Optimization exercise on an open flow, not production practice. RTL: at most simulated, not proved equivalent. Function not checked: run 1. Power: default activity.

==> flow/design.v (outline; a module is shown in full before it is edited, if it fits) <==
// module goertzel_power_detect: 2036 lines
// module goertzel_fa: 10 lines
// module goertzel_hold: 10 lines
// module goertzel_abs: 23 lines
// module goertzel_ha: 9 lines
module goertzel_power_detect #(
   parameter int OW       = 20,
   parameter int PW       = 2*OW+1,
   parameter int HOLD_ON  = 3,
   parameter int HOLD_OFF = 3
) (
   input  logic            i_clk,
   input  logic            i_rst,
   input  logic [2*OW-1:0] s_axis_tdata,
   input  logic            s_axis_tvalid,
   output logic            s_axis_tready,
   output logic [PW-1:0]   m_axis_tdata,
   output logic            m_axis_tuser,
   output logic            m_axis_tvalid,
   input  logic            m_axis_tready,
   input  logic [PW-1:0]   i_threshold,
   output logic            o_detect
);
  // ...
==> flow/flow/run.sh <==
#!/bin/bash
# Standard ORFS layout (the standard.sh, standard synthesis unchanged),
# with the port buffers made from the smallest buffer cell.
set -euo pipefail
bash standard.sh BUFFER_PORTS_ARGS="-buffer_cell sky130_fd_sc_hd__buf_1" finish > standard_flow.log 2>&1
==> flow/standard.sh <==
#!/bin/bash
# synth_recipe.tcl (not shown) runs the flow's synth.tcl, then flattens the netlist and writes it again
# the make line also repeats each setting of config.mk as NAME=value (left out here)
make -C /OpenROAD-flow-scripts/flow DESIGN_CONFIG=/design/flow/config.mk WORK_HOME=/design/flow/orfs CLKGATE_MAP_FILE= SYNTH_SCRIPT=/design/flow/synth_recipe.tcl "${@:-finish}"
==> flow/config.mk <==
export PLATFORM = sky130hd
export DESIGN_NAME = goertzel_power_detect
export DESIGN_NICKNAME = goertzel_power_detect
export VERILOG_FILES = /design/flow/design.v
export SDC_FILE = /design/flow/constraint.sdc
export NUM_CORES = 4
export LEC_CHECK = 0
export CAP_MARGIN = 20
export CORE_MARGIN = 2
export CORE_UTILIZATION = 40
export CTS_BUF_LIST = sky130_fd_sc_hd__clkbuf_8
export SETUP_SLACK_MARGIN = 3.85
export SLEW_MARGIN = 20
export SYNTH_HIERARCHICAL = 1
export SYNTH_MINIMUM_KEEP_SIZE = 0
==> flow/constraint.sdc <==
create_clock -name core_clock -period 8.0 [get_ports {i_clk}]
set_input_delay 1.6000 -clock core_clock [delete_from_list [all_inputs] [get_ports {i_clk}]]
set_output_delay 1.6000 -clock core_clock [all_outputs]
set_load 0.01 [all_outputs]
==> summary.md, run 1 <==
| Metric | Value |
|---|---|
| Status | timing/DRC/antenna clean |
| Largest family of logic cells by synthesized area | adder cells |
| Power Clock | 0.694 mW |
| GRT met2 Usage | 0.352 |
| Area grow syn2layout | 8.53% |
| Cell Rows | 77 |
| Multi-input combinational area share | 0.653 |
| Clock Path Buffers | 2 |
| Number of port buffers | 128 |
| Proportion of synthesized area in mux cells | 0.0277 |
| Max stage delay on crit path | 0.56 ns |
| Final Instance Count excl. Fillers | 2271 |
| Root buffer cell | clkbuf_8 |
| Inserted Clock Buffers | 17 |
| Mean Syn Cell Area | 11.2 um2 |
| Final Util | 0.437 |
| Number of synthesized flops with an enable pin | 117 |
| Min cycle time layout | 4.03 ns |
| Setup crit start | g_in.r_re[8] |
| Clock buffers | 17 |
| Commonest non-fill, non-tap cells in the layout | nor2_1, fa_1, buf_1, edfxtp_1, inv_1 |
| Antenna cells | 1 |
| Post-synth top area share | 0.389 |
| Data required, critical path | 8.26 ns |
| FF+latch count, synth | 163 |
| #MultiIn Comb | 1231 |
==> run 2: changes to the inputs <==
--- a/flow/design.v
+++ b/flow/design.v
@@ -18,33 +18,45 @@
    output logic            o_detect
 );
    localparam bit c_INREG  = 1'b1;
    localparam bit c_MIDREG = 1'b1;
    localparam bit c_INMUX  = 1'b1;
    localparam bit c_ABS    = 1'b1;
    localparam bit c_INV    = 1'b1;
    localparam bit c_TREG   = 1'b0;
+   localparam bit c_TDUP   = 1'b1;
    localparam int c_HMAX = (HOLD_ON > HOLD_OFF) ? HOLD_ON : HOLD_OFF;
    localparam int c_CW   = (c_HMAX > 1) ? $clog2(c_HMAX) : 1;
    logic            w_en;
    logic            w_v1, w_v2;
    logic            r_v3;
    logic [OW-1:0]   x_re, x_im;
    logic [76-1:0] w_mid_d, w_mid_q;
    logic [PW-1:0]   w_ra, w_rb;
    logic [PW-1:0]   w_sum;
    logic            w_hit;
    logic [PW-1:0]   r_pwr;
    logic            r_hit;
    logic            r_det;
    logic [c_CW-1:0] r_cnt, w_cnt_nxt;
    logic            w_det_nxt;
-   assign w_en          = !r_v3 || m_axis_tready;
-   assign s_axis_tready = w_en;
+   assign w_en = !r_v3 || m_axis_tready;
+   generate
+      if (c_TDUP) begin : g_tdup
+         logic r_nv3;
+         always_ff @(posedge i_clk) begin
+            if (i_rst)     r_nv3 <= 1'b1;
+            else if (w_en) r_nv3 <= !w_v2;
+         end
+         assign s_axis_tready = r_nv3 || m_axis_tready;
+      end else begin : g_ntdup
+         assign s_axis_tready = w_en;
+      end
+   endgenerate
    logic [2*OW-1:0] w_in_new;
    generate
       if (c_ABS) begin : g_abs
          goertzel_abs #(.W(OW), .INV(c_INV)) u_abs_re (
             .i_x(s_axis_tdata[2*OW-1:OW]), .o_m(w_in_new[2*OW-1:OW]));
          goertzel_abs #(.W(OW), .INV(c_INV)) u_abs_im (
             .i_x(s_axis_tdata[OW-1:0]), .o_m(w_in_new[OW-1:0]));
       end else begin : g_nabs
@@ -1992,21 +2004,139 @@
    assign w_t1110 = ~w_thr[35];
    goertzel_fa u_fa1113 (.i_a(w_mid_q[68]), .i_b(w_mid_q[69]), .i_c(w_t1110), .o_s(w_t1111), .o_c(w_t1112));
    assign w_t1113 = ~w_thr[36];
    goertzel_fa u_fa1116 (.i_a(w_mid_q[70]), .i_b(w_mid_q[71]), .i_c(w_t1113), .o_s(w_t1114), .o_c(w_t1115));
    assign w_t1116 = ~w_mid_q[73];
    goertzel_fa u_fa1119 (.i_a(w_mid_q[72]), .i_b(w_t1116), .i_c(w_thr[37]), .o_s(w_t1117), .o_c(w_t1118));
    goertzel_fa u_fa1121 (.i_a(w_mid_q[74]), .i_b(w_mid_q[75]), .i_c(w_thr[38]), .o_s(w_t1119), .o_c(w_t1120));
    logic [PW-1:0] w_sp, w_kp;
-   logic [PW:0]   w_cmp;
    assign w_sp  = {w_thr[40], w_thr[39], w_t1119, w_t1117, w_t1114, w_t1111, w_t1108, w_t1105, w_t1102, w_t1099, w_t1096, w_t1093, w_t1090, w_t1087, w_t1084, w_t1081, w_t1078, w_t1075, w_t1072, w_t1069, w_t1066, w_t1063, w_t1060, w_t1057, w_t1054, w_t1051, w_t1048, w_t1045, w_t1042, w_t1039, w_t1036, w_t1033, w_t1030, w_t1027, w_t1024, w_t1021, w_t1018, w_t1015, w_t1012, w_thr[1], w_t1009} ^ 41'h1e000000003;
    assign w_kp  = {1'b0, 1'b0, w_t1120, w_t1118, w_t1115, w_t1112, w_t1109, w_t1106, w_t1103, w_t1100, w_t1097, w_t1094, w_t1091, w_t1088, w_t1085, w_t1082, w_t1079, w_t1076, w_t1073, w_t1070, w_t1067, w_t1064, w_t1061, w_t1058, w_t1055, w_t1052, w_t1049, w_t1046, w_t1043, w_t1040, w_t1037, w_t1034, w_t1031, w_t1028, w_t1025, w_t1022, w_t1019, w_t1016, w_t1013, 1'b0, w_t1010} ^ 41'h6000000001;
-   assign w_cmp = {1'b0, w_sp} + {w_kp, 1'b1};
-   assign w_hit = w_cmp[PW];
+   logic w_cg0_0, w_cp0_0;
+   assign w_cg0_0 = (w_sp[1] & w_kp[0]) | ((w_sp[1] | w_kp[0]) & w_sp[0]);
+   assign w_cp0_0 = (w_sp[1] | w_kp[0]) & 1'b1;
+   logic w_cg0_1, w_cp0_1;
+   assign w_cg0_1 = (w_sp[3] & w_kp[2]) | ((w_sp[3] | w_kp[2]) & (w_sp[2] & w_kp[1]));
+   assign w_cp0_1 = (w_sp[3] | w_kp[2]) & (w_sp[2] | w_kp[1]);
+   logic w_cg0_2, w_cp0_2;
+   assign w_cg0_2 = (w_sp[5] & w_kp[4]) | ((w_sp[5] | w_kp[4]) & (w_sp[4] & w_kp[3]));
+   assign w_cp0_2 = (w_sp[5] | w_kp[4]) & (w_sp[4] | w_kp[3]);
+   logic w_cg0_3, w_cp0_3;
+   assign w_cg0_3 = (w_sp[7] & w_kp[6]) | ((w_sp[7] | w_kp[6]) & (w_sp[6] & w_kp[5]));
+   assign w_cp0_3 = (w_sp[7] | w_kp[6]) & (w_sp[6] | w_kp[5]);
+   logic w_cg0_4, w_cp0_4;
+   assign w_cg0_4 = (w_sp[9] & w_kp[8]) | ((w_sp[9] | w_kp[8]) & (w_sp[8] & w_kp[7]));
+   assign w_cp0_4 = (w_sp[9] | w_kp[8]) & (w_sp[8] | w_kp[7]);
+   logic w_cg0_5, w_cp0_5;
+   assign w_cg0_5 = (w_sp[11] & w_kp[10]) | ((w_sp[11] | w_kp[10]) & (w_sp[10] & w_kp[9]));
+   assign w_cp0_5 = (w_sp[11] | w_kp[10]) & (w_sp[10] | w_kp[9]);
+   logic w_cg0_6, w_cp0_6;
+   assign w_cg0_6 = (w_sp[13] & w_kp[12]) | ((w_sp[13] | w_kp[12]) & (w_sp[12] & w_kp[11]));
+   assign w_cp0_6 = (w_sp[13] | w_kp[12]) & (w_sp[12] | w_kp[11]);
+   logic w_cg0_7, w_cp0_7;
+   assign w_cg0_7 = (w_sp[15] & w_kp[14]) | ((w_sp[15] | w_kp[14]) & (w_sp[14] & w_kp[13]));
+   assign w_cp0_7 = (w_sp[15] | w_kp[14]) & (w_sp[14] | w_kp[13]);
+   logic w_cg0_8, w_cp0_8;
+   assign w_cg0_8 = (w_sp[17] & w_kp[16]) | ((w_sp[17] | w_kp[16]) & (w_sp[16] & w_kp[15]));
+   assign w_cp0_8 = (w_sp[17] | w_kp[16]) & (w_sp[16] | w_kp[15]);
+   logic w_cg0_9, w_cp0_9;
+   assign w_cg0_9 = (w_sp[19] & w_kp[18]) | ((w_sp[19] | w_kp[18]) & (w_sp[18] & w_kp[17]));
+   assign w_cp0_9 = (w_sp[19] | w_kp[18]) & (w_sp[18] | w_kp[17]);
+   logic w_cg0_10, w_cp0_10;
+   assign w_cg0_10 = (w_sp[21] & w_kp[20]) | ((w_sp[21] | w_kp[20]) & (w_sp[20] & w_kp[19]));
+   assign w_cp0_10 = (w_sp[21] | w_kp[20]) & (w_sp[20] | w_kp[19]);
+   logic w_cg0_11, w_cp0_11;
+   assign w_cg0_11 = (w_sp[23] & w_kp[22]) | ((w_sp[23] | w_kp[22]) & (w_sp[22] & w_kp[21]));
+   assign w_cp0_11 = (w_sp[23] | w_kp[22]) & (w_sp[22] | w_kp[21]);
+   logic w_cg0_12, w_cp0_12;
+   assign w_cg0_12 = (w_sp[25] & w_kp[24]) | ((w_sp[25] | w_kp[24]) & (w_sp[24] & w_kp[23]));
+   assign w_cp0_12 = (w_sp[25] | w_kp[24]) & (w_sp[24] | w_kp[23]);
+   logic w_cg0_13, w_cp0_13;
+   assign w_cg0_13 = (w_sp[27] & w_kp[26]) | ((w_sp[27] | w_kp[26]) & (w_sp[26] & w_kp[25]));
+   assign w_cp0_13 = (w_sp[27] | w_kp[26]) & (w_sp[26] | w_kp[25]);
+   logic w_cg0_14, w_cp0_14;
+   assign w_cg0_14 = (w_sp[29] & w_kp[28]) | ((w_sp[29] | w_kp[28]) & (w_sp[28] & w_kp[27]));
+   assign w_cp0_14 = (w_sp[29] | w_kp[28]) & (w_sp[28] | w_kp[27]);
+   logic w_cg0_15, w_cp0_15;
+   assign w_cg0_15 = (w_sp[31] & w_kp[30]) | ((w_sp[31] | w_kp[30]) & (w_sp[30] & w_kp[29]));
+   assign w_cp0_15 = (w_sp[31] | w_kp[30]) & (w_sp[30] | w_kp[29]);
+   logic w_cg0_16, w_cp0_16;
+   assign w_cg0_16 = (w_sp[33] & w_kp[32]) | ((w_sp[33] | w_kp[32]) & (w_sp[32] & w_kp[31]));
+   assign w_cp0_16 = (w_sp[33] | w_kp[32]) & (w_sp[32] | w_kp[31]);
+   logic w_cg0_17, w_cp0_17;
+   assign w_cg0_17 = (w_sp[35] & w_kp[34]) | ((w_sp[35] | w_kp[34]) & (w_sp[34] & w_kp[33]));
+   assign w_cp0_17 = (w_sp[35] | w_kp[34]) & (w_sp[34] | w_kp[33]);
+   logic w_cg0_18, w_cp0_18;
+   assign w_cg0_18 = (w_sp[37] & w_kp[36]) | ((w_sp[37] | w_kp[36]) & (w_sp[36] & w_kp[35]));
+   assign w_cp0_18 = (w_sp[37] | w_kp[36]) & (w_sp[36] | w_kp[35]);
+   logic w_cg0_19, w_cp0_19;
+   assign w_cg0_19 = (w_sp[39] & w_kp[38]) | ((w_sp[39] | w_kp[38]) & (w_sp[38] & w_kp[37]));
+   assign w_cp0_19 = (w_sp[39] | w_kp[38]) & (w_sp[38] | w_kp[37]);
+   logic w_cg1_0, w_cp1_0;
+   assign w_cg1_0 = w_cg0_1 | (w_cp0_1 & w_cg0_0);
+   assign w_cp1_0 = w_cp0_1 & w_cp0_0;
+   logic w_cg1_1, w_cp1_1;
+   assign w_cg1_1 = w_cg0_3 | (w_cp0_3 & w_cg0_2);
+   assign w_cp1_1 = w_cp0_3 & w_cp0_2;
+   logic w_cg1_2, w_cp1_2;
+   assign w_cg1_2 = w_cg0_5 | (w_cp0_5 & w_cg0_4);
+   assign w_cp1_2 = w_cp0_5 & w_cp0_4;
+   logic w_cg1_3, w_cp1_3;
+   assign w_cg1_3 = w_cg0_7 | (w_cp0_7 & w_cg0_6);
+   assign w_cp1_3 = w_cp0_7 & w_cp0_6;
+   logic w_cg1_4, w_cp1_4;
+   assign w_cg1_4 = w_cg0_9 | (w_cp0_9 & w_cg0_8);
+   assign w_cp1_4 = w_cp0_9 & w_cp0_8;
+   logic w_cg1_5, w_cp1_5;
+   assign w_cg1_5 = w_cg0_11 | (w_cp0_11 & w_cg0_10);
+   assign w_cp1_5 = w_cp0_11 & w_cp0_10;
+   logic w_cg1_6, w_cp1_6;
+   assign w_cg1_6 = w_cg0_13 | (w_cp0_13 & w_cg0_12);
+   assign w_cp1_6 = w_cp0_13 & w_cp0_12;
+   logic w_cg1_7, w_cp1_7;
+   assign w_cg1_7 = w_cg0_15 | (w_cp0_15 & w_cg0_14);
+   assign w_cp1_7 = w_cp0_15 & w_cp0_14;
+   logic w_cg1_8, w_cp1_8;
+   assign w_cg1_8 = w_cg0_17 | (w_cp0_17 & w_cg0_16);
+   assign w_cp1_8 = w_cp0_17 & w_cp0_16;
+   logic w_cg1_9, w_cp1_9;
+   assign w_cg1_9 = w_cg0_19 | (w_cp0_19 & w_cg0_18);
+   assign w_cp1_9 = w_cp0_19 & w_cp0_18;
+   logic w_cg2_0, w_cp2_0;
+   assign w_cg2_0 = w_cg1_1 | (w_cp1_1 & w_cg1_0);
+   assign w_cp2_0 = w_cp1_1 & w_cp1_0;
+   logic w_cg2_1, w_cp2_1;
+   assign w_cg2_1 = w_cg1_3 | (w_cp1_3 & w_cg1_2);
+   assign w_cp2_1 = w_cp1_3 & w_cp1_2;
+   logic w_cg2_2, w_cp2_2;
+   assign w_cg2_2 = w_cg1_5 | (w_cp1_5 & w_cg1_4);
+   assign w_cp2_2 = w_cp1_5 & w_cp1_4;
+   logic w_cg2_3, w_cp2_3;
+   assign w_cg2_3 = w_cg1_7 | (w_cp1_7 & w_cg1_6);
+   assign w_cp2_3 = w_cp1_7 & w_cp1_6;
+   logic w_cg2_4, w_cp2_4;
+   assign w_cg2_4 = w_cg1_9 | (w_cp1_9 & w_cg1_8);
+   assign w_cp2_4 = w_cp1_9 & w_cp1_8;
+   logic w_cg3_0, w_cp3_0;
+   assign w_cg3_0 = w_cg2_1 | (w_cp2_1 & w_cg2_0);
+   assign w_cp3_0 = w_cp2_1 & w_cp2_0;
+   logic w_cg3_1, w_cp3_1;
+   assign w_cg3_1 = w_cg2_3 | (w_cp2_3 & w_cg2_2);
+   assign w_cp3_1 = w_cp2_3 & w_cp2_2;
+   logic w_cg3_2, w_cp3_2;
+   assign w_cg3_2 = (w_sp[40] & w_kp[39]) | ((w_sp[40] | w_kp[39]) & w_cg2_4);
+   assign w_cp3_2 = (w_sp[40] | w_kp[39]) & w_cp2_4;
+   logic w_cg4_0, w_cp4_0;
+   assign w_cg4_0 = w_cg3_1 | (w_cp3_1 & w_cg3_0);
+   assign w_cp4_0 = w_cp3_1 & w_cp3_0;
+   logic w_cg5_0, w_cp5_0;
+   assign w_cg5_0 = w_cg3_2 | (w_cp3_2 & w_cg4_0);
+   assign w_cp5_0 = w_cp3_2 & w_cp4_0;
+   assign w_hit = w_kp[PW-1] ^ w_cg5_0;
    always_ff @(posedge i_clk) begin
       if (i_rst)     r_v3 <= 1'b0;
       else if (w_en) r_v3 <= w_v2;
       if (w_en) begin
          r_pwr <= w_sum;
          r_hit <= w_hit;
       end
    end
--- a/flow/config.mk
+++ b/flow/config.mk
@@ -4,12 +4,12 @@
 export VERILOG_FILES = /design/flow/design.v
 export SDC_FILE = /design/flow/constraint.sdc
 export NUM_CORES = 4
 export LEC_CHECK = 0
 export CAP_MARGIN = 20
 export CORE_MARGIN = 2
 export CORE_UTILIZATION = 40
 export CTS_BUF_LIST = sky130_fd_sc_hd__clkbuf_8
-export SETUP_SLACK_MARGIN = 3.85
+export SETUP_SLACK_MARGIN = 4.0
 export SLEW_MARGIN = 20
 export SYNTH_HIERARCHICAL = 1
 export SYNTH_MINIMUM_KEEP_SIZE = 0
==> summary.md, run 2 <==
| Metric | Value |
|---|---|
| Nets | 2111 (was 2188) |
| Setup crit start kind | register (unchanged) |
| Largest net degree at the start of global routing | 69 (was 74) |
| Largest Register | g_mid.r_mid (unchanged) |
| Final Util | 0.439 (was 0.437) |
| Endpoints failing setup | 0 (unchanged) |
| Synth area leaders | fa_1, edfxtp_1, nor2_1 (unchanged) |
| Synth Instances | 1563 (was 1583) |
| FF+latch count, synth | 164 (was 163) |
| Inserted Clock Buffers | 17 (unchanged) |
| Routed Antenna Nets | 0 (unchanged) |
| Leading cell types by count after synthesis | nor2_1, fa_1, edfxtp_1, inv_1, clkbuf_1 (was nor2_1, fa_1, edfxtp_1, inv_1, ha_1) |
| DR vias | 11900 (was 12100) |
| Fmax achieved | 0.256 GHz (was 0.248 GHz) |
| Final HPWL DP | 33.6 mm (was 34.0 mm) |
| Area grow syn2layout | 8.33% (was 8.53%) |
| Worst slew pin tran | 0.891 ns (was 0.943 ns) |
| TritonCTS clock tree | done (unchanged) |
| Core ar. | 43000 um2 (was 44000 um2) |
| Biggest regs | g_mid.r_mid x76, r_pwr x40 (unchanged) |
| Post-synth top area cell | fa_1 (unchanged) |
| Synthesized net count | 2048 (was 2106) |
| DRC | 0 (unchanged) |
| Die ar. | 45200 um2 (was 46000 um2) |
| First-pass GRT wire length | 70.8 mm (was 74.1 mm) |
| Die X | 213 um (was 215 um) |
| Pre-antenna DRT Iters | 7 (was 5) |
| Post-CTS Setup Repair Bufs | 0 (was 1) |
| Initial antenna violation count | 0 (was 1) |
| Final Hold Fails | 0 (unchanged) |
| Vias in the first global route | 12800 (was 13500) |
| Crit. End Element | register (unchanged) |
| Max_slew headroom | 0.406 (was 0.372) |
| Worst hold path class | register to register (unchanged) |
| Via density | 5.34 (was 5.32) |
| Async SR Flop Fraction | 0 (unchanged) |
| Commonest non-fill, non-tap cells in the layout | nor2_1, fa_1, buf_1, edfxtp_1, inv_1 (unchanged) |
| GRT Overall Usage | 0.210 (about the same) |
| Detailed-route wire length | 44.9 mm (was 45.8 mm) |
| Register area share after synthesis | 0.256 (was 0.250) |
| Setup_tns | 0 ns (unchanged) |
| Cell Rows | 76 (was 77) |
| Mapped cell area | 17400 um2 (was 17700 um2) |
| Clock Path Buffers | 2 (unchanged) |
| Min cycle time layout | 3.91 ns (was 4.03 ns) |
| Clk slew on worst S/H paths | 0.08 ns (was 0.10 ns) |
| # fillers | 4060 (was 4205) |
| PwrDens | 438 nW/um2 (was 434 nW/um2) |
| Count leader, synth | nor2_1 (unchanged) |
| Peak VDD IR | 0.232 mV (was 0.243 mV) |
| Multi-input gate area | 12200 um2 (was 12600 um2) |
| Root buffer cell | clkbuf_8 (unchanged) |
| Post-synth top flop | edfxtp_1 (unchanged) |
| Final slew viol count | 0 (unchanged) |
| Layout cells sized above 1 | 0.0921 (was 0.0906) |
| Ports | 130 (unchanged) |
| Grt ovf | 0 (unchanged) |
| Data required, critical path | 8.25 ns (was 8.26 ns) |
| Status | timing/DRC/antenna clean (unchanged) |
| Number of port buffers | 128 (unchanged) |
| Clk Latency, worst-skew pair | 0.52 ns (about the same) |
| Die extent in y | 213 um (was 215 um) |
| Initial core utilization | 0.405 (was 0.403) |
| Sink Count | 164 (was 163) |
| Mean Syn Cell Area | 11.1 um2 (was 11.2 um2) |
| Most common cell after layout, fill and taps aside | nor2_1 (unchanged) |
| WP data arrival | 4.16 ns (was 4.29 ns) |
| Initial DRC count | 969 (was 957) |
| Number of synthesized flops with an enable pin | 117 (unchanged) |
| Max H-tree Level | 4 (unchanged) |
| Clock skew | 0.0137 ns (was 0.0177 ns) |
| FF+latch area | 4570 um2 (was 4450 um2) |
| Leak Pwr | 7.89 nW (was 8.38 nW) |
| Yosys cell types | 62 (was 63) |
| Max reg flops | 76 (unchanged) |
| WL per Instance | 20.2 um (about the same) |
| Max capacitance violation total | 0 (unchanged) |
| Crit path kind | register to register (unchanged) |
| Final Cycle Share | 0.488 (was 0.503) |
| Unrepaired setup endpoints after global routing | yes (was no) |
| Antenna cells | 0 (was 1) |
| RD Place Congestion | 0.856 (was 0.850) |
| Worst-path fanout max | 11 (was 12) |
| Post-synth top area share | 0.397 (was 0.389) |
| Number of synthesis warnings | 9 (unchanged) |
## run 2: cell count changes after synthesis, sizes merged, moves of 7 or more
| cell | change |
|---|---|
| o22ai | +11 |
| a21o | -18 |
| inv | -9 |
| ha | -38 |
| clkbuf | +7 |
| nand4 | -12 |
| maj3 | +7 |
| nor2 | +13 |
| a21oi | -17 |
## run 2: metal layers
layer,wire (um),vias to the layer above,global-route usage
met4,775,0,0.0615
met3,3920,52,0.0573
li1,-,5250,-
met1,19700,6063,0.288
met2,20500,504,0.326
met5,0,-,0
## run 2: worst paths after layout
kind         slack, ns  depth (start not counted)     startpoint         endpoint
max               4.09                          8  g_in.r_re[16]  g_mid.r_mid[48]
min reg2reg       0.44                          0  g_in.r_re[19]  g_mid.r_mid[75]
max reg2reg       4.09                          8  g_in.r_re[16]  g_mid.r_mid[48]
min               0.44                          0  g_in.r_re[19]  g_mid.r_mid[75]
## run 2: repair_timing
| item | in CTS | in global routing |
|---|---|---|
| hold buffers | 0 | 0 |
| setup endpoints to repair | 31 | 24 |
| gates resized for setup | 35 | 32 |
| cloned | 0 | 0 |
## run 2: cells by family (layout without fill, tap and decap cells)
kind of cell,Yosys count,in the layout,synth area share
other,1,1,0.000215
flip-flops,164,164,0.256
AO/OA/AOI/OAI,179,179,0.0712
adder cells (fa/ha/maj),407,407,0.440
buffers and inverters,182,258,0.0418
multiplexers,43,43,0.0277
XOR/XNOR,72,72,0.0362
AND/OR/NAND/NOR,515,515,0.126
## run 2: metrics by stage
stage	hold slack [ns]	area (um2)	setup slack [ns]	power, mW	cells
after floorplan	0.404	17400	3.82	5.98	1563
after global placement	0.413	18300	3.65	7.42	2192
after detailed placement	0.416	18300	3.60	7.63	2192
after CTS	0.438	18800	3.99	8.28	2224
after global routing	0.452	18900	3.97	9.14	2224
final	0.437	18900	4.09	8.25	2224
## run 2: Yosys stat by module, one instance, submodules excluded, a selection
| module | cells | copies in the design |
|---|---|---|
| goertzel_power_detect | 1060 | 1 |
| goertzel_fa | 1 | 344 |
| goertzel_ha | 1 | 9 |
## run 2: area by class of cell
type                    count  area share
clock inverters            14     0.00850
clock buffers              18      0.0131
repair buffers            139      0.0305
multi-input cells        1217       0.649
flip-flops and latches    164       0.243
inverters                  87      0.0175
well taps                 585      0.0388
## run 2: where the power goes
part           switching (mW)  total, mW  internal, mW
clock network           0.325      0.639         0.315
logic                    3.06       5.54          2.49
registers               0.350       2.07          1.72
total                    3.73       8.25          4.52
## run 2: critical path, stage by stage, from the launching register on
cell and delay, ns:
dfxtp_4 0.43, buf_4 0.24, nor2_1 0.09, fa_1 0.47, fa_1 0.58, fa_1 0.46
fa_1 0.45, fa_1 0.52, fa_1 0.41
Testbench counts of run 2, summed over its fixed seeds: cycles 2,072, items 2,048.
==> run 3: changes to the inputs <==
--- a/flow/config.mk
+++ b/flow/config.mk
@@ -9,7 +9,7 @@
 export CORE_MARGIN = 2
 export CORE_UTILIZATION = 40
 export CTS_BUF_LIST = sky130_fd_sc_hd__clkbuf_8
-export SETUP_SLACK_MARGIN = 4.0
+export SETUP_SLACK_MARGIN = 4.4
 export SLEW_MARGIN = 20
 export SYNTH_HIERARCHICAL = 1
 export SYNTH_MINIMUM_KEEP_SIZE = 0
==> summary.md, run 3 <==
| Metric | Value |
|---|---|
| Ports | 130 (unchanged) |
| Xor-xnor portion of the synthesized cell area | 0.0362 (unchanged) |
| TritonCTS clock tree | done (unchanged) |
| WL per Instance | 21.3 um (was 20.2 um) |
| Max capacitance violation total | 0 (unchanged) |
| Max stage delay on crit path | 0.54 ns (was 0.58 ns) |
| Via density | 5.39 (was 5.34) |
| Min cycle time layout | 3.73 ns (was 3.91 ns) |
| Clock Path Buffers | 2 (unchanged) |
| Setup_tns | 0 ns (unchanged) |
| Initial DRC count | 1135 (was 969) |
| Initial antenna violation count | 1 (was 0) |
| Placed Area | 18400 um2 (was 18300 um2) |
| Largest family of logic cells by synthesized area | adder cells (unchanged) |
| Largest Register | g_mid.r_mid (unchanged) |
| Clk Latency, worst-skew pair | 0.52 ns (about the same) |
| Pre-antenna DRT Iters | 5 (was 7) |
| DR vias | 12500 (was 11900) |
| Inserted Clock Buffers | 17 (unchanged) |
| PwrDens | 428 nW/um2 (was 438 nW/um2) |
| Register area share after synthesis | 0.256 (unchanged) |
| Data required, critical path | 8.26 ns (was 8.25 ns) |
| Antenna cells | 0 (unchanged) |
| Post-CTS Hold Buffers | 0 (unchanged) |
| Crit. End Element | register (unchanged) |
| Layout cells sized above 1 | 0.208 (was 0.0921) |
| Yosys cell types | 62 (unchanged) |
| Post-synth top area share | 0.397 (unchanged) |
| Synth Area in Simple Gates | 0.126 (unchanged) |
| Largest net degree at the start of global routing | 160 (was 69) |
| Final HPWL DP | 33.4 mm (was 33.6 mm) |
| Post-synth top flop | edfxtp_1 (unchanged) |
| Most common cell after layout, fill and taps aside | nor2_1 (unchanged) |
| Setup crit start kind | register (unchanged) |
| Crit path kind | register to register (unchanged) |
| Nets | 2212 (was 2111) |
| Cell area after layout | 20300 um2 (was 18900 um2) |
| Sink Count | 164 (unchanged) |
| Synth area leaders | fa_1, edfxtp_1, nor2_1 (unchanged) |
| First-pass GRT wire length | 76.0 mm (was 70.8 mm) |
| Slowest-stage cell, CP | fa_1 (unchanged) |
| Core ar. | 43000 um2 (unchanged) |
| Peak VDD IR | 0.224 mV (was 0.232 mV) |
| Max_slew headroom | 0.404 (was 0.406) |
| Number of port buffers | 128 (unchanged) |
| Unrepaired setup endpoints after global routing | yes (unchanged) |
| Die extent in y | 213 um (unchanged) |
| Commonest non-fill, non-tap cells in the layout | nor2_1, fa_1, buf_1, edfxtp_1, inv_1 (unchanged) |
| Clk slew on worst S/H paths | 0.09 ns (was 0.08 ns) |
| Detailed-route wire length | 49.5 mm (was 44.9 mm) |
| Leak Pwr | 8.48 nW (was 7.89 nW) |
| Leading cell types by count after synthesis | nor2_1, fa_1, edfxtp_1, inv_1, clkbuf_1 (unchanged) |
| Final Cycle Share | 0.466 (was 0.488) |
| Die X | 213 um (unchanged) |
| Mapped cell area | 17400 um2 (unchanged) |
| Initial core utilization | 0.405 (unchanged) |
| Biggest regs | g_mid.r_mid x76, r_pwr x40 (unchanged) |
| Endpoints failing setup | 0 (unchanged) |
| Area grow syn2layout | 16.6% (was 8.33%) |
| Number of synthesized flops with an enable pin | 117 (unchanged) |
| GRT Overall Usage | 0.226 (was 0.210) |
| Async SR Flop Fraction | 0 (unchanged) |
| Root buffer cell | clkbuf_8 (unchanged) |
| Routed Antenna Nets | 0 (unchanged) |
| Status | timing/DRC/antenna clean (unchanged) |
| Worst slew pin tran | 0.894 ns (was 0.891 ns) |
| WP data arrival | 3.99 ns (was 4.16 ns) |
| Synthesized net count | 2048 (unchanged) |
| RD Place Congestion | 0.854 (was 0.856) |
| Final slew viol count | 0 (unchanged) |
| CP Cell Sequence | buf_4, nor2_1, fa_1, fa_1, fa_2, fa_2, fa_1, fa_2 (was buf_4, nor2_1, fa_1, fa_1, fa_1, fa_1, fa_1, fa_1) |
| FF+latch count, synth | 164 (unchanged) |
| Post-synth top area cell | fa_1 (unchanged) |
| Number of synthesis warnings | 9 (unchanged) |
| Mean Syn Cell Area | 11.1 um2 (unchanged) |
| Synth Instances | 1563 (unchanged) |
| Final Hold Fails | 0 (unchanged) |
| Clock skew | 0.0146 ns (was 0.0137 ns) |
| DRC | 0 (unchanged) |
| Worst hold path class | register to register (unchanged) |
| Vias in the first global route | 13300 (was 12800) |
| Grt ovf | 0 (unchanged) |
| Die ar. | 45200 um2 (unchanged) |
| Worst-path fanout max | 5 (was 11) |
| Max H-tree Level | 4 (unchanged) |
| Cell Rows | 76 (unchanged) |
| Post-synthesis compound-gate area fraction | 0.0712 (unchanged) |
| Fmax achieved | 0.268 GHz (was 0.256 GHz) |
| Post-Synth Adder-Cell Area | 0.440 (unchanged) |
| Proportion of synthesized area in mux cells | 0.0277 (unchanged) |
| Max reg flops | 76 (unchanged) |
| Count leader, synth | nor2_1 (unchanged) |
[run 3: cell count changes in the layout (fill, tap and decap cells not counted), sizes merged]
cell / before / now
bufbuf: 0 / 3
clkinv: 6 / 3
clkbuf: 18 / 17
inv: 91 / 95
buf: 139 / 237
[run 3: metrics by stage]
stage	setup WS, ns	hold WS [ns]	total power, mW	util	std cells
2_1_floorplan	3.82	0.404	6.05	-	1563
6_report	4.27	0.437	8.68	0.472	2325
3_5_place_dp	3.61	0.416	7.69	0.428	2192
5_1_grt	4.24	0.455	9.55	0.472	2325
3_3_place_gp	3.62	0.413	7.50	0.428	2192
4_1_cts	4.34	0.440	8.59	0.464	2302
[run 3: cells by family after synthesis]
family | count (synthesis)
adders and majority gates | 407
and+or+nand+nor | 515
DFF | 164
buffers and inverters | 182
other | 1
muxes | 43
AOI/OAI and AO/OA | 179
xor gates and xnor gates | 72
[run 3: final timing paths]
path / from / endpoint / slack, ns / depth (start not counted)
hold / removal: g_in.r_re[19] / g_mid.r_mid[75] / 0.44 / 0
setup / recovery: g_in.r_im[4] / g_mid.r_mid[48] / 4.27 / 8
hold reg to reg: g_in.r_re[19] / g_mid.r_mid[75] / 0.44 / 0
setup reg to reg: g_in.r_im[4] / g_mid.r_mid[48] / 4.27 / 8
[run 3: power breakdown]
group	internal, mW	total [mW]	switching [mW]
clock	0.306	0.646	0.340
combinational	2.74	6.05	3.30
sequential	1.72	1.99	0.272
total	4.77	8.68	3.92
[run 3: Yosys stat by module (local to each module, per instance), excerpt]
module / cells / cell area (um2) / copies in the design / flops+latches
goertzel_fa: 1 / 20.0 / 344 / 0
goertzel_ha: 1 / 12.5 / 9 / 0
goertzel_power_detect: 1060 / 9080 / 1 / 164
[run 3: critical path: cells and delay by family (launching register included)]
kind / cells / cell delay, ns
fa+ha+maj: 6 / 2.76
flops: 1 / 0.42
buf+inv: 1 / 0.21
simple gates: 1 / 0.08
[run 3: area by class of cell]
type / instances / area (um2)
Tap cell: 585 / 732
Multi-Input combinational cell: 1217 / 12600
Timing Repair Buffer: 240 / 1700
Fill cell: 3956 / 22700
Clock buffer: 17 / 234
Clock inverter: 15 / 164
Inverter: 87 / 330
Sequential cell: 164 / 4590
[run 3: routing by layer]
layer	GRT usage	routed length (um)	vias to the layer above
li1	-	-	5453
met3	0.0623	4840	93
met5	0	0	-
met1	0.312	21200	6331
met2	0.338	21800	665
met4	0.0892	1640	0
[run 3: repair_timing]
action | in CTS | in global routing
cloned | 3 | 0
pin swaps | 22 | 13
setup endpoints to repair | 48 | 36
hold endpoints to repair | 0 | 0
resized for setup | 163 | 48
setup buffers | 75 | 23
==> run 4: changes to the inputs <==
--- a/flow/config.mk
+++ b/flow/config.mk
@@ -9,7 +9,7 @@
 export CORE_MARGIN = 2
 export CORE_UTILIZATION = 40
 export CTS_BUF_LIST = sky130_fd_sc_hd__clkbuf_8
-export SETUP_SLACK_MARGIN = 4.4
+export SETUP_SLACK_MARGIN = 4.3
 export SLEW_MARGIN = 20
 export SYNTH_HIERARCHICAL = 1
 export SYNTH_MINIMUM_KEEP_SIZE = 0
==> summary.md, run 4 <==
| Metric | Value |
|---|---|
| Status | timing/DRC/antenna clean (unchanged) |
| Pre-antenna DRT Iters | 5 (unchanged) |
| Async SR Flop Fraction | 0 (unchanged) |
| P_sw | 3.93 mW (was 3.92 mW) |
| Max_slew headroom | 0.398 (was 0.404) |
| Cell Rows | 76 (unchanged) |
| Leak Pwr | 8.44 nW (was 8.48 nW) |
| Post-synth top area share | 0.397 (unchanged) |
| TritonCTS clock tree | done (unchanged) |
| Setup_tns | 0 ns (unchanged) |
| Number of port buffers | 128 (unchanged) |
| Combinational Power Share | 0.689 (was 0.697) |
| Sink Count | 164 (unchanged) |
| WP data arrival | 4.00 ns (was 3.99 ns) |
| Reg2Reg Launch Point | g_in.r_re[14] (was g_in.r_im[4]) |
| Die extent in y | 213 um (unchanged) |
| Inserted Clock Buffers | 17 (unchanged) |
| Final Hold Fails | 0 (unchanged) |
| Endpoints failing setup | 0 (unchanged) |
| Cell Int Power | 4.82 mW (was 4.77 mW) |
| Area grow syn2layout | 16.0% (was 16.6%) |
| DR vias | 12600 (was 12500) |
| RD Place Congestion | 0.866 (was 0.854) |
| Final Cycle Share | 0.467 (was 0.466) |
| FF-to-FF path depth | 7 (was 8) |
| Max reg flops | 76 (unchanged) |
| Flop pwr share | 0.227 (was 0.229) |
| Clk slew on worst S/H paths | 0.09 ns (about the same) |
| Fmax achieved | 0.267 GHz (was 0.268 GHz) |
| DRC | 0 (unchanged) |
| Hold Path Sink | g_mid.r_mid[74] (was g_mid.r_mid[75]) |
| Leading cell types by count after synthesis | nor2_1, fa_1, edfxtp_1, inv_1, clkbuf_1 (unchanged) |
| Data required, critical path | 8.26 ns (about the same) |
| Crit. End Element | register (unchanged) |
| CP Cell Sequence | nor2_1, fa_1, fa_2, fa_1, fa_2, fa_1, fa_1 (was buf_4, nor2_1, fa_1, fa_1, fa_2, fa_2, fa_1, fa_2) |
| Initial DRC count | 1209 (was 1135) |
| Max capacitance violation total | 0 (unchanged) |
| Synth area leaders | fa_1, edfxtp_1, nor2_1 (unchanged) |
| Worst-path fanout max | 11 (was 5) |
| Mapped cell area | 17400 um2 (unchanged) |
| Worst hold path class | register to register (unchanged) |
| Post-CTS Hold Buffers | 0 (unchanged) |
| Synthesized net count | 2048 (unchanged) |
| Number of synthesized flops with an enable pin | 117 (unchanged) |
| Core ar. | 43000 um2 (unchanged) |
| Max H-tree Level | 4 (unchanged) |
| Die ar. | 45200 um2 (unchanged) |
| Count leader, synth | nor2_1 (unchanged) |
| Ports | 130 (unchanged) |
| Worst slew pin tran | 0.903 ns (was 0.894 ns) |
| Detailed-route wire length | 49.5 mm (about the same) |
| Largest net degree at the start of global routing | 160 (unchanged) |
| Clock Path Buffers | 2 (unchanged) |
| Final HPWL DP | 33.6 mm (was 33.4 mm) |
| Synth Instances | 1563 (unchanged) |
| Nets | 2190 (was 2212) |
| Grt ovf | 0 (unchanged) |
| Vias in the first global route | 13200 (was 13300) |
| Biggest regs | g_mid.r_mid x76, r_pwr x40 (unchanged) |
| Largest Register | g_mid.r_mid (unchanged) |
| Setup crit start kind | register (unchanged) |
| Sw Ratio | 0.449 (was 0.451) |
| Number of synthesis warnings | 9 (unchanged) |
| R2r endpoint | g_mid.r_mid[44] (was g_mid.r_mid[48]) |
| Post-synth top area cell | fa_1 (unchanged) |
| Clk Latency, worst-skew pair | 0.53 ns (was 0.52 ns) |
| Register area share after synthesis | 0.256 (unchanged) |
| Unrepaired setup endpoints after global routing | yes (unchanged) |
| Root buffer cell | clkbuf_8 (unchanged) |
| Post-Place Cells | 2197 (was 2192) |
| Routed Antenna Nets | 0 (unchanged) |
| Clock skew | 0.0232 ns (was 0.0146 ns) |
| Final Instance Count excl. Fillers | 2304 (was 2325) |
| Slowest-stage cell, CP | fa_2 (was fa_1) |
| Layout cells sized above 1 | 0.190 (was 0.208) |
| Initial core utilization | 0.405 (unchanged) |
| Cell mode on critical path | fa_1 |
| Via density | 5.47 (was 5.39) |
| FF+latch count, synth | 164 (unchanged) |
| Crit path kind | register to register (unchanged) |
| Final Util | 0.470 (was 0.472) |
| Yosys cell types | 62 (unchanged) |
| Worst hold start | g_in.r_im[19] (was g_in.r_re[19]) |
| Die X | 213 um (unchanged) |
| PwrDens | 433 nW/um2 (was 428 nW/um2) |
| Post-synth top flop | edfxtp_1 (unchanged) |
| Clk pwr share | 0.084 (was 0.074) |
| Reg-to-reg slack, setup | 4.26 ns (was 4.27 ns) |
| Min cycle time layout | 3.74 ns (was 3.73 ns) |
| Mean Syn Cell Area | 11.1 um2 (unchanged) |
| Final slew viol count | 0 (unchanged) |
| GRT Overall Usage | 0.226 (about the same) |
| Hold depth | 0 (unchanged) |
| WL per Instance | 21.5 um (was 21.3 um) |
| Peak VDD IR | 0.173 mV (was 0.224 mV) |
| First-pass GRT wire length | 75.8 mm (was 76.0 mm) |
| Most common cell after layout, fill and taps aside | nor2_1 (unchanged) |
| Initial antenna violation count | 1 (unchanged) |
| Max stage delay on crit path | 0.60 ns (was 0.54 ns) |
| Commonest non-fill, non-tap cells in the layout | nor2_1, fa_1, buf_1, edfxtp_1, inv_1 (unchanged) |
-- run 4: cell count changes in the layout (fill, tap and decap cells not counted), moves of 2 or more --
cell and change:
buf_4 -22, fa_1 +14, fa_2 -14, buf_6 -3, buf_12 +2, bufinv_16 +2, clkbuf_8 +2, inv_1 -2
inv_6 -2
-- run 4: final cells by class --
cell class                      count  area, um2
Tap cell                          585        732
Multi-Input combinational cell   1217      12500
Fill cell                        3949      22800
Clock buffer                       19        262
Clock inverter                     13        205
Timing Repair Buffer              218       1560
Inverter                           87        330
Sequential cell                   164       4580
Antenna cell                        1       2.50
-- run 4: routing by layer --
layer	vias to the layer above	global-route usage	routed length (um)	share of wire
met1	6371	0.309	20900	0.42
met3	123	0.0544	4780	0.097
met2	700	0.350	22200	0.45
met5	-	0	0	0
met4	0	0.0839	1600	0.032
li1	5416	-	-	-
-- run 4: metrics by stage --
stage               power, mW  instance area [um2]  setup slack, ns  hold slack, ns
floorplan                6.02                17700             3.82           0.404
global placement         7.48                18400             3.56           0.415
detailed placement       7.64                18400             3.54           0.423
CTS                      8.57                19800             4.27           0.447
global route             9.55                20200             4.18           0.464
finish                   8.75                20200             4.26           0.449
-- run 4: what timing repair did --
action                                  in CTS  in global routing
endpoints found under the setup margin      45                 29
pin swaps                                   14                 30
endpoints found under the hold margin        0                  0
setup buffers                               49                 21
gates cloned                                 4                  0
gates resized for setup                    131                 78
-- run 4: per-module statistics from Yosys, one instance, submodules excluded, excerpt --
module / area (um2) / flops+latches / times used
goertzel_power_detect: 9080 / 164 / 1
goertzel_ha: 12.5 / 0 / 9
goertzel_fa: 20.0 / 0 / 344
-- run 4: critical path, delay by kind of cell (launching register included) --
kind	cells	cell delay, ns
flops	1	0.52
fa+ha+maj	6	2.85
simple gates	1	0.11
-- run 4: how the worst max path moves through the flow --
stage                   start               to  slack (ns)  cells past startpoint
5_1_grt        g_mid.r_mid[2]        r_pwr[38]        4.18                     11
3_5_place_dp    g_in.r_re[12]  g_mid.r_mid[42]        3.54                      7
2_1_floorplan   m_axis_tready     g_in.r_im[0]        3.82                      4
4_1_cts          g_in.r_re[8]  g_mid.r_mid[40]        4.27                      8
3_3_place_gp    g_in.r_re[12]  g_mid.r_mid[42]        3.56                      7
6_report        g_in.r_re[14]  g_mid.r_mid[44]        4.26                      7
-- run 4: power groups by stage --
stage          logic (mW)  clock network [mW]  registers (mW)
4_1_cts              5.82               0.760            1.99
2_1_floorplan        4.07                   0            1.96
5_1_grt              6.73               0.789            2.03
3_5_place_dp         5.59                   0            2.06
6_report             6.03               0.731            1.99
3_3_place_gp         5.43                   0            2.05
-- run 4: cells by family (layout without fill, tap and decap cells) --
family	after synthesis	count (layout)	synth area share
and+or+nand+nor	515	515	0.126
DFF	164	164	0.256
buffers and inverters	182	337	0.0418
adders and majority gates	407	407	0.440
muxes	43	43	0.0277
AOI/OAI and AO/OA	179	179	0.0712
xor gates and xnor gates	72	72	0.0362
other	1	2	0.000215
==> run 5: changes to the inputs <==
--- a/flow/config.mk
+++ b/flow/config.mk
@@ -9,7 +9,7 @@
 export CORE_MARGIN = 2
 export CORE_UTILIZATION = 40
 export CTS_BUF_LIST = sky130_fd_sc_hd__clkbuf_8
-export SETUP_SLACK_MARGIN = 4.3
+export SETUP_SLACK_MARGIN = 4.2
 export SLEW_MARGIN = 20
 export SYNTH_HIERARCHICAL = 1
 export SYNTH_MINIMUM_KEEP_SIZE = 0
==> summary.md, run 5 <==
| Metric | Value |
|---|---|
| Status | timing/DRC/antenna clean (unchanged) |
| Met3 WL | 4.29 mm (was 4.78 mm) |
| Worst slew pin tran | 0.932 ns (was 0.903 ns) |
| Most common cell after layout, fill and taps aside | nor2_1 (unchanged) |
| CP Cell Sequence | clkbuf_4, nor2_1, fa_1, fa_1, fa_1, fa_2, fa_1, fa_1 (was nor2_1, fa_1, fa_2, fa_1, fa_2, fa_1, fa_1) |
| Largest net degree at the start of global routing | 160 (unchanged) |
| Worst hold start | g_in.r_im[19] (unchanged) |
| Slowest-stage cell, CP | fa_2 (unchanged) |
| DRC | 0 (unchanged) |
| PwrDens | 441 nW/um2 (was 433 nW/um2) |
| DR vias | 12300 (was 12600) |
| Max capacitance violation total | 0 (unchanged) |
| Cell mode on critical path | fa_1 (unchanged) |
| TritonCTS clock tree | done (unchanged) |
| RD Place Congestion | 0.850 (was 0.866) |
| Max H-tree Level | 4 (unchanged) |
| Cell Rows | 76 (unchanged) |
| FF+latch count, synth | 164 (unchanged) |
| Inserted Clock Buffers | 17 (unchanged) |
| Register area share after synthesis | 0.256 (unchanged) |
| Synth Instances | 1563 (unchanged) |
| # fillers | 4013 (was 3949) |
| Mean Syn Cell Area | 11.1 um2 (unchanged) |
| Clk slew on worst S/H paths | 0.10 ns (was 0.09 ns) |
| Commonest non-fill, non-tap cells in the layout | nor2_1, fa_1, buf_1, edfxtp_1, inv_1 (unchanged) |
| Final HPWL DP | 33.0 mm (was 33.6 mm) |
| Synthesized net count | 2048 (unchanged) |
| Die X | 213 um (unchanged) |
| Grt ovf | 0 (unchanged) |
| Setup_tns | 0 ns (unchanged) |
| Worst-path fanout max | 6 (was 11) |
| Number of port buffers | 128 (unchanged) |
| Crit path buf inv count | 1 (was 0) |
| Endpoints failing setup | 0 (unchanged) |
| Max reg flops | 76 (unchanged) |
| Clock skew | 0.0163 ns (was 0.0232 ns) |
| Min cycle time layout | 3.76 ns (was 3.74 ns) |
| Post-synth top area share | 0.397 (unchanged) |
| Max_slew headroom | 0.379 (was 0.398) |
| GRT Overall Usage | 0.212 (was 0.226) |
| Ports | 130 (unchanged) |
| Async SR Flop Fraction | 0 (unchanged) |
| Pre-antenna DRT Iters | 7 (was 5) |
| Largest Register | g_mid.r_mid (unchanged) |
| Count leader, synth | nor2_1 (unchanged) |
| Clk Latency, worst-skew pair | 0.53 ns (about the same) |
| Via density | 5.44 (was 5.47) |
| FF-to-FF path depth | 8 (was 7) |
| Crit. End Element | register (unchanged) |
| Metal-1 WL | 20.5 mm (was 20.9 mm) |
| Post-CTS Hold Buffers | 0 (unchanged) |
| Number of synthesized flops with an enable pin | 117 (unchanged) |
| Hold depth | 0 (unchanged) |
| Number of synthesis warnings | 9 (unchanged) |
| Nets | 2150 (was 2190) |
| Final Instance Count excl. Fillers | 2264 (was 2304) |
| R2r endpoint | g_mid.r_mid[38] (was g_mid.r_mid[44]) |
| Core ar. | 43000 um2 (unchanged) |
| Initial antenna violation count | 1 (unchanged) |
| Crit path kind | register to register (unchanged) |
| Top layer in use | met4 (unchanged) |
| Max stage delay on crit path | 0.54 ns (was 0.60 ns) |
| Sink Count | 164 (unchanged) |
| Wire length on met2 | 21.1 mm (was 22.2 mm) |
| Die ar. | 45200 um2 (unchanged) |
| Final slew viol count | 0 (unchanged) |
| Hold Path Sink | g_mid.r_mid[74] (unchanged) |
| Biggest regs | g_mid.r_mid x76, r_pwr x40 (unchanged) |
| Worst hold path class | register to register (unchanged) |
| Post-synth top flop | edfxtp_1 (unchanged) |
| Reg-to-reg slack, setup | 4.24 ns (was 4.26 ns) |
| Synth area leaders | fa_1, edfxtp_1, nor2_1 (unchanged) |
| Die extent in y | 213 um (unchanged) |
| Vias in the first global route | 13000 (was 13200) |
| Data required, critical path | 8.26 ns (about the same) |
| Unrepaired setup endpoints after global routing | yes (unchanged) |
| Routed Antenna Nets | 0 (unchanged) |
| Clock Path Buffers | 2 (unchanged) |
| Root buffer cell | clkbuf_8 (unchanged) |
| Final Cycle Share | 0.470 (was 0.467) |
| WL per Instance | 20.9 um (was 21.5 um) |
| Setup crit start kind | register (unchanged) |
| Top delay family on crit path | adder cells (unchanged) |
| Leak Pwr | 8.11 nW (was 8.44 nW) |
| Reg2Reg Launch Point | g_in.r_re[8] (was g_in.r_re[14]) |
| Initial DRC count | 1200 (was 1209) |
| Layout cells sized above 1 | 0.130 (was 0.190) |
| Detailed-route wire length | 47.3 mm (was 49.5 mm) |
| Post-Place Cells | 2188 (was 2197) |
| Peak VDD IR | 0.203 mV (was 0.173 mV) |
| WP data arrival | 4.02 ns (was 4.00 ns) |
| Fmax achieved | 0.266 GHz (was 0.267 GHz) |
| Final Hold Fails | 0 (unchanged) |
| Initial core utilization | 0.405 (unchanged) |
| Yosys cell types | 62 (unchanged) |
| Area grow syn2layout | 11.1% (was 16.0%) |
| Fin Hold WS | 0.447 ns (was 0.449 ns) |
| Post-synth top area cell | fa_1 (unchanged) |
| First-pass GRT wire length | 72.1 mm (was 75.8 mm) |
| Leading cell types by count after synthesis | nor2_1, fa_1, edfxtp_1, inv_1, clkbuf_1 (unchanged) |
| Mapped cell area | 17400 um2 (unchanged) |
run 5: cell counts after synthesis:
Identical to the previous run, type by type.
run 5: report_power, final:
| part | internal, mW | switching [mW] | leakage (nW) |
|---|---|---|---|
| Sequential | 1.72 | 0.293 | 1.66 |
| Combinational | 2.59 | 3.24 | 6.23 |
| Clock | 0.331 | 0.347 | 0.221 |
| Total | 4.64 | 3.88 | 8.11 |
run 5: layout make-up:
cell class	count	area [um2]	area share
Multi-Input combinational cell	1217	12300	0.636
Sequential cell	164	4580	0.237
Timing Repair Buffer	178	963	0.0498
Tap cell	585	732	0.0378
Inverter	87	330	0.0171
Clock buffer	19	262	0.0135
Clock inverter	13	171	0.00886
Antenna cell	1	2.50	0.000129
run 5: worst max-delay path by stage:
stage | from | endpoint | cells past startpoint
floorplan | m_axis_tready | g_in.r_im[0] | 4
global placement | g_in.r_im[12] | g_mid.r_mid[38] | 7
detailed placement | g_in.r_re[8] | g_mid.r_mid[38] | 8
CTS | g_in.r_re[10] | g_mid.r_mid[38] | 7
global route | g_in.r_re[12] | g_mid.r_mid[42] | 8
finish | g_in.r_re[8] | g_mid.r_mid[38] | 8
run 5: timing repair:
action / CTS / global route
setup endpoints to repair: 38 / 26
hold endpoints to repair: 0 / 0
setup buffers: 15 / 28
pin swaps: 0 / 3
resized for setup: 74 / 27
run 5: cells by family after synthesis:
logic type,after synthesis,synth area share
AO/OA/AOI/OAI,179,0.0712
flip-flops,164,0.256
other,1,0.000215
XOR/XNOR,72,0.0362
buffers and inverters,182,0.0418
multiplexers,43,0.0277
AND/OR/NAND/NOR,515,0.126
adder cells (fa/ha/maj),407,0.440
run 5: metrics by stage:
step | total power, mW | instance area (um2) | worst slack, ns | util
final | 8.52 | 19300 | 4.24 | 0.450
after global routing | 9.42 | 19300 | 4.14 | 0.450
after CTS | 8.44 | 19000 | 4.17 | 0.442
after detailed placement | 7.70 | 18300 | 3.60 | 0.426
after global placement | 7.49 | 18300 | 3.65 | 0.426
after floorplan | 6.00 | 17600 | 3.82 | -
run 5: layer usage:
layer,vias to the layer above,global-route usage
met5,-,0
met4,0,0.0745
met3,80,0.0440
met2,624,0.329
met1,6287,0.295
li1,5325,-
run 5: per-module statistics from Yosys (local to each module, per instance), a selection:
module | flip-flops and latches | cell area (um2) | times used
goertzel_ha | 0 | 12.5 | 9
goertzel_fa | 0 | 20.0 | 344
goertzel_power_detect | 164 | 9080 | 1
==> run 6: changes to the inputs <==
--- a/flow/config.mk
+++ b/flow/config.mk
@@ -7,8 +7,9 @@
 export LEC_CHECK = 0
 export CAP_MARGIN = 20
 export CORE_MARGIN = 2
-export CORE_UTILIZATION = 40
+export CORE_UTILIZATION = 55
 export CTS_BUF_LIST = sky130_fd_sc_hd__clkbuf_8
+export PLACE_DENSITY = 0.7
 export SETUP_SLACK_MARGIN = 4.2
 export SLEW_MARGIN = 20
 export SYNTH_HIERARCHICAL = 1
==> summary.md, run 6 <==
| Metric | Value |
|---|---|
| CP endpoint | g_mid.r_mid[44] (was g_mid.r_mid[38]) |
| Cell mode on critical path | fa_1 (unchanged) |
| Gr busiest metal | met2 (unchanged) |
| FF-to-FF path depth | 8 (unchanged) |
| Yosys cell types | 62 (unchanged) |
| Setup crit start | g_in.r_re[1] (was g_in.r_re[8]) |
| Status | timing/DRC/antenna clean (unchanged) |
| Max H-tree Level | 4 (unchanged) |
| Mean Syn Cell Area | 11.1 um2 (unchanged) |
| Clk Latency, worst-skew pair | 0.50 ns (was 0.53 ns) |
| Die extent in y | 182 um (was 213 um) |
| Commonest non-fill, non-tap cells in the layout | nor2_1, fa_1, buf_1, edfxtp_1, inv_1 (unchanged) |
| Post-synth top flop | edfxtp_1 (unchanged) |
| Max reg flops | 76 (unchanged) |
| TritonCTS clock tree | done (unchanged) |
| Unrepaired setup endpoints after global routing | yes (unchanged) |
| GRT met2 Usage | 0.412 (was 0.329) |
| FF+latch count, synth | 164 (unchanged) |
| P_sw | 3.85 mW (was 3.88 mW) |
| Number of port buffers | 128 (unchanged) |
| Worst-path fanout max | 11 (was 6) |
| Number of synthesized flops with an enable pin | 117 (unchanged) |
| Largest net degree at the start of global routing | 70 (was 160) |
| GRT Overall Usage | 0.274 (was 0.212) |
| Grt ovf | 0 (unchanged) |
| Max_slew headroom | 0.401 (was 0.379) |
| GR Util met3 | 0.0814 (was 0.0440) |
| Detailed-route wire length | 45.2 mm (was 47.3 mm) |
| Endpoints failing setup | 0 (unchanged) |
| Sw Ratio | 0.457 (was 0.455) |
| Leading cell types by count after synthesis | nor2_1, fa_1, edfxtp_1, inv_1, clkbuf_1 (unchanged) |
| Layout cells sized above 1 | 0.132 (was 0.130) |
| Slowest-stage cell, CP | fa_1 (was fa_2) |
| DRC | 0 (unchanged) |
| Final Cycle Share | 0.472 (was 0.470) |
| Root buffer cell | clkbuf_8 (unchanged) |
| Flop pwr share | 0.238 (was 0.236) |
| Worst slew pin tran | 0.899 ns (was 0.932 ns) |
| Clk pwr share | 0.069 (was 0.079) |
| Biggest regs | g_mid.r_mid x76, r_pwr x40 (unchanged) |
| Sink Count | 164 (unchanged) |
| Reg-to-reg slack, setup | 4.22 ns (was 4.24 ns) |
| Met1 usage | 0.379 (was 0.295) |
| Largest Register | g_mid.r_mid (unchanged) |
| Number of synthesis warnings | 9 (unchanged) |
| Max capacitance violation total | 0 (unchanged) |
| Ports | 130 (unchanged) |
| Die ar. | 33100 um2 (was 45200 um2) |
| Post-synth top area share | 0.397 (unchanged) |
| Worst hold path class | register to register (unchanged) |
| Clock skew | 0.0211 ns (was 0.0163 ns) |
| Crit path buf inv count | 1 (unchanged) |
| RD Place Congestion | 0.906 (was 0.850) |
| Pre-antenna DRT Iters | 5 (was 7) |
| Max stage delay on crit path | 0.58 ns (was 0.54 ns) |
| WL per Instance | 21.6 um (was 20.9 um) |
| Initial DRC count | 1311 (was 1200) |
| Data required, critical path | 8.24 ns (was 8.26 ns) |
| Core ar. | 31400 um2 (was 43000 um2) |
| Setup crit start kind | register (unchanged) |
| Initial core utilization | 0.554 (was 0.405) |
| Overall Power | 8.42 mW (was 8.52 mW) |
| Count leader, synth | nor2_1 (unchanged) |
| PwrDens | 440 nW/um2 (was 441 nW/um2) |
| Initial antenna violation count | 0 (was 1) |
| Most common cell after layout, fill and taps aside | nor2_1 (unchanged) |
| Combinational Power Share | 0.693 (was 0.685) |
| Async SR Flop Fraction | 0 (unchanged) |
| Final slew viol count | 0 (unchanged) |
| Setup_tns | 0 ns (unchanged) |
| First-pass GRT wire length | 68.8 mm (was 72.1 mm) |
| Synth Instances | 1563 (unchanged) |
| Post-synth top area cell | fa_1 (unchanged) |
| Area grow syn2layout | 9.84% (was 11.1%) |
| Via density | 6.01 (was 5.44) |
| Register area share after synthesis | 0.256 (unchanged) |
| Synthesized net count | 2048 (unchanged) |
| Clk slew on worst S/H paths | 0.10 ns (about the same) |
| Fmax achieved | 0.265 GHz (was 0.266 GHz) |
| Inserted Clock Buffers | 17 (unchanged) |
| Crit. End Element | register (unchanged) |
| Reg2Reg Launch Point | g_in.r_re[1] (was g_in.r_re[8]) |
| Crit. path cell count | 8 (unchanged) |
| Vias in the first global route | 12900 (was 13000) |
| Crit path kind | register to register (unchanged) |
| WP data arrival | 4.02 ns (about the same) |
| Mapped cell area | 17400 um2 (unchanged) |
| Min cycle time layout | 3.78 ns (was 3.76 ns) |
| DR vias | 12500 (was 12300) |
| Final HPWL DP | 31.2 mm (was 33.0 mm) |
| Die X | 182 um (was 213 um) |
| Peak VDD IR | 0.192 mV (was 0.203 mV) |
| CP Cell Sequence | buf_6, nor2_1, fa_1, fa_1, fa_1, fa_1, fa_1, fa_1 (was clkbuf_4, nor2_1, fa_1, fa_1, fa_1, fa_2, fa_1, fa_1) |
| Routed Antenna Nets | 0 (unchanged) |
| Cell Int Power | 4.57 mW (was 4.64 mW) |
| R2r endpoint | g_mid.r_mid[44] (was g_mid.r_mid[38]) |
| Nets | 2159 (was 2150) |
| Clock Path Buffers | 2 (unchanged) |
| Fin Hold WS | 0.441 ns (was 0.447 ns) |
| Leak Pwr | 8.10 nW (was 8.11 nW) |
| Top delay family on crit path | adder cells (unchanged) |
| Cell Rows | 65 (was 76) |
| Antenna cells | 0 (was 1) |
| Final Hold Fails | 0 (unchanged) |
| Synth area leaders | fa_1, edfxtp_1, nor2_1 (unchanged) |
| Worst hold start | g_in.r_re[19] (was g_in.r_im[19]) |
[run 6: cell count changes in the layout (fill, tap and decap cells not counted), moves of 3 or more]
| cell | delta |
|---|---|
| buf_4 | +4 |
| buf_6 | +4 |
| buf_8 | +3 |
| clkbuf_8 | -3 |
| clkinv_1 | +3 |
| clkinvlp_4 | +6 |
| inv_6 | -3 |
[run 6: worst min path at each step]
stage	end	slack (ns)	cells after the start
2_1_floorplan	g_mid.r_mid[74]	0.40	0
3_3_place_gp	g_mid.r_mid[75]	0.41	0
3_5_place_dp	g_mid.r_mid[75]	0.42	0
4_1_cts	g_mid.r_mid[75]	0.44	0
5_1_grt	g_mid.r_mid[74]	0.46	0
6_report	g_mid.r_mid[75]	0.44	0
[run 6: per-stage QoR]
stage               setup slack, ns  std cells  utilization  instance area [um2]
floorplan                      3.82       1563            -                17600
global placement               3.72       2009        0.576                18100
detailed placement             3.66       2009        0.576                18100
CTS                            4.21       2056        0.597                18700
global route                   4.15       2089        0.609                19100
finish                         4.22       2089        0.609                19100
[run 6: cell type report]
class | instances | area, um2
multi-input cells | 1217 | 12300
fillers | 2552 | 12300
flip-flops and latches | 164 | 4580
repair buffers | 187 | 1050
well taps | 402 | 503
inverters | 87 | 330
clock buffers | 17 | 234
clock inverters | 15 | 116
[run 6: kinds of logic (layout without fill, tap and decap cells)]
family,after synthesis,after routing,share of synthesized area
xor+xnor,72,72,0.0362
compound gates,179,179,0.0712
fa+ha+maj,407,407,0.440
simple gates,515,515,0.126
buf+inv,182,306,0.0418
mux,43,43,0.0277
flops,164,164,0.256
other cells,1,1,0.000215
[run 6: per-module statistics from Yosys (local to each module, per instance), a selection]
module | cell area [um2] | cells | times used
goertzel_power_detect | 9080 | 1060 | 1
goertzel_fa | 20.0 | 1 | 344
goertzel_ha | 12.5 | 1 | 9
[run 6: timing repair]
action	in CTS	in global routing
hold buffers	0	0
buffers inserted	15	33
resized for setup	78	29
pin swaps	0	4
setup endpoints to repair	37	23
[run 6: worst reg2reg max path: stages, from the launching register on]
cell and delay, ns:
dfxtp_4 0.38, buf_6 0.17, nor2_1 0.08, fa_1 0.48
fa_1 0.46, fa_1 0.46, fa_1 0.49, fa_1 0.58
fa_1 0.42
[run 6: power by group through the flow]
stage          sequential [mW]  combinational (mW)  clock [mW]
6_report                  2.00                5.83       0.579
5_1_grt                   2.05                6.57       0.628
3_5_place_dp              2.08                5.52           0
4_1_cts                   2.04                5.60       0.595
2_1_floorplan             1.96                4.05           0
3_3_place_gp              2.07                5.30           0
[run 6: layer usage]
metal  vias to the layer above  share of wire  wire [um]
met4                         0          0.036       1630
met2                       767           0.44      20000
met1                      6288           0.40      18300
li1                       5349              -          -
met3                       143           0.12       5260
met5                         -              0          0
==> run 7: changes to the inputs <==
--- a/flow/config.mk
+++ b/flow/config.mk
@@ -7,10 +7,9 @@
 export LEC_CHECK = 0
 export CAP_MARGIN = 20
 export CORE_MARGIN = 2
-export CORE_UTILIZATION = 55
+export CORE_UTILIZATION = 40
 export CTS_BUF_LIST = sky130_fd_sc_hd__clkbuf_8
-export PLACE_DENSITY = 0.7
-export SETUP_SLACK_MARGIN = 4.2
+export SETUP_SLACK_MARGIN = 4.1
 export SLEW_MARGIN = 20
 export SYNTH_HIERARCHICAL = 1
 export SYNTH_MINIMUM_KEEP_SIZE = 0
==> summary.md, run 7 <==
| Metric | Value |
|---|---|
| Status | timing/DRC/antenna clean (unchanged) |
| Largest Register | g_mid.r_mid (unchanged) |
| Min cycle time layout | 3.81 ns (was 3.78 ns) |
| Post-synth top area share | 0.397 (unchanged) |
| Post-synth top flop | edfxtp_1 (unchanged) |
| PwrDens | 439 nW/um2 (was 440 nW/um2) |
| Setup crit start kind | register (unchanged) |
| Register area share after synthesis | 0.256 (unchanged) |
| Combinational Power Share | 0.685 (was 0.693) |
| Max H-tree Level | 4 (unchanged) |
| Worst hold path class | register to register (unchanged) |
| Crit. End Element | register (unchanged) |
| Largest family of logic cells by synthesized area | adder cells (unchanged) |
| Cell Int Power | 4.52 mW (was 4.57 mW) |
| FF-to-FF path depth | 8 (unchanged) |
| Crit path kind | register to register (unchanged) |
| Overall Power | 8.37 mW (was 8.42 mW) |
| Final slew viol count | 0 (unchanged) |
| Clock Path Buffers | 2 (unchanged) |
| DR vias | 12000 (was 12500) |
| Final Cycle Share | 0.476 (was 0.472) |
| Initial DRC count | 871 (was 1311) |
| Final HPWL DP | 33.4 mm (was 31.2 mm) |
| Synthesized net count | 2048 (unchanged) |
| Via density | 5.35 (was 6.01) |
| Ports | 130 (unchanged) |
| Die extent in y | 213 um (was 182 um) |
| Reg2Reg Launch Point | g_in.r_re[8] (was g_in.r_re[1]) |
| Post-Place Cells | 2192 (was 2009) |
| Hold Path Sink | g_mid.r_mid[75] (unchanged) |
| P_sw | 3.84 mW (was 3.85 mW) |
| # fillers | 4104 (was 2552) |
| Final Instance Count excl. Fillers | 2240 (was 2089) |
| Hold depth | 0 (unchanged) |
| Clock skew | 0.0101 ns (was 0.0211 ns) |
| Max capacitance violation total | 0 (unchanged) |
| Unrepaired setup endpoints after global routing | no (was yes) |
| TritonCTS clock tree | done (unchanged) |
| Peak VDD IR | 0.169 mV (was 0.192 mV) |
| Leading cell types by count after synthesis | nor2_1, fa_1, edfxtp_1, inv_1, clkbuf_1 (unchanged) |
| Die X | 213 um (was 182 um) |
| Post-Synth Adder-Cell Area | 0.440 (unchanged) |
| Setup_tns | 0 ns (unchanged) |
| Die ar. | 45200 um2 (was 33100 um2) |
| Synth area leaders | fa_1, edfxtp_1, nor2_1 (unchanged) |
| Sink Count | 164 (unchanged) |
| GRT Overall Usage | 0.208 (was 0.274) |
| Final Hold Fails | 0 (unchanged) |
| Most common cell after layout, fill and taps aside | nor2_1 (unchanged) |
-- run 7: cell families after synthesis --
| family | after synthesis |
|---|---|
| other | 1 |
| adder cells (fa/ha/maj) | 407 |
| flip-flops | 164 |
| XOR/XNOR | 72 |
| AO/OA/AOI/OAI | 179 |
| multiplexers | 43 |
| AND/OR/NAND/NOR | 515 |
| buffers and inverters | 182 |
-- run 7: area by class of cell --
class / count / area, um2 / share of cell area
clock inverter: 15 / 139 / 0.00729
antenna: 1 / 2.50 / 0.000131
timing repair buffer: 154 / 778 / 0.0409
sequential: 164 / 4570 / 0.240
inverter: 87 / 330 / 0.0173
tap: 585 / 732 / 0.0384
multi-input combinational: 1217 / 12300 / 0.643
clock buffer: 17 / 234 / 0.0123
-- run 7: worst max-delay path, cell delays in order (launching register included) --
cell	delay, ns
dfxtp_4	0.37
buf_4	0.16
nor2_1	0.17
fa_1	0.47
fa_1	0.59
fa_1	0.46
fa_1	0.40
fa_1	0.51
fa_1	0.41
-- run 7: worst max path at each step --
stage / endpoint / slack, ns / from
floorplan: g_in.r_im[0] / 3.82 / m_axis_tready
global placement: g_mid.r_mid[44] / 3.67 / g_in.r_re[14]
detailed placement: g_mid.r_mid[40] / 3.62 / g_in.r_re[14]
CTS: g_mid.r_mid[44] / 4.10 / g_in.r_re[9]
global route: g_mid.r_mid[38] / 4.10 / g_in.r_im[17]
finish: g_mid.r_mid[40] / 4.19 / g_in.r_re[8]
-- run 7: stage by stage --
stage / setup WS [ns] / hold WS (ns) / util / area (um2)
floorplan: 3.82 / 0.404 / - / 17500
global placement: 3.67 / 0.415 / 0.426 / 18300
detailed placement: 3.62 / 0.416 / 0.426 / 18300
CTS: 4.10 / 0.440 / 0.438 / 18800
global route: 4.10 / 0.456 / 0.443 / 19000
finish: 4.19 / 0.440 / 0.443 / 19000
-- run 7: what timing repair did --
| item | 4_1_cts | 5_1_grt |
|---|---|---|
| resized for setup | 66 | 20 |
| pin swaps | 0 | 4 |
| buffers inserted | 0 | 15 |
| endpoints found under the setup margin | 32 | 20 |
| hold endpoints to repair | 0 | 0 |
-- run 7: Yosys stat by module, one instance, submodules excluded, excerpt --
module | flip-flops and latches | area [um2]
goertzel_ha | 0 | 12.5
goertzel_power_detect | 164 | 9080
goertzel_fa | 0 | 20.0
-- run 7: power by group through the flow --
stage	Combinational [mW]	Sequential, mW	Clock (mW)
final	5.73	2.03	0.606
after global routing	6.51	2.08	0.664
after CTS	5.64	2.06	0.638
after detailed placement	5.62	2.07	0
after global placement	5.44	2.07	0
after floorplan	4.03	1.95	0
-- run 7: metal layers --
metal	up-vias	global-route usage	routed length [um]
met2	518	0.324	20700
met4	0	0.0641	1060
li1	5285	-	-
met3	74	0.0495	4020
met1	6110	0.290	19700
met5	-	0	0
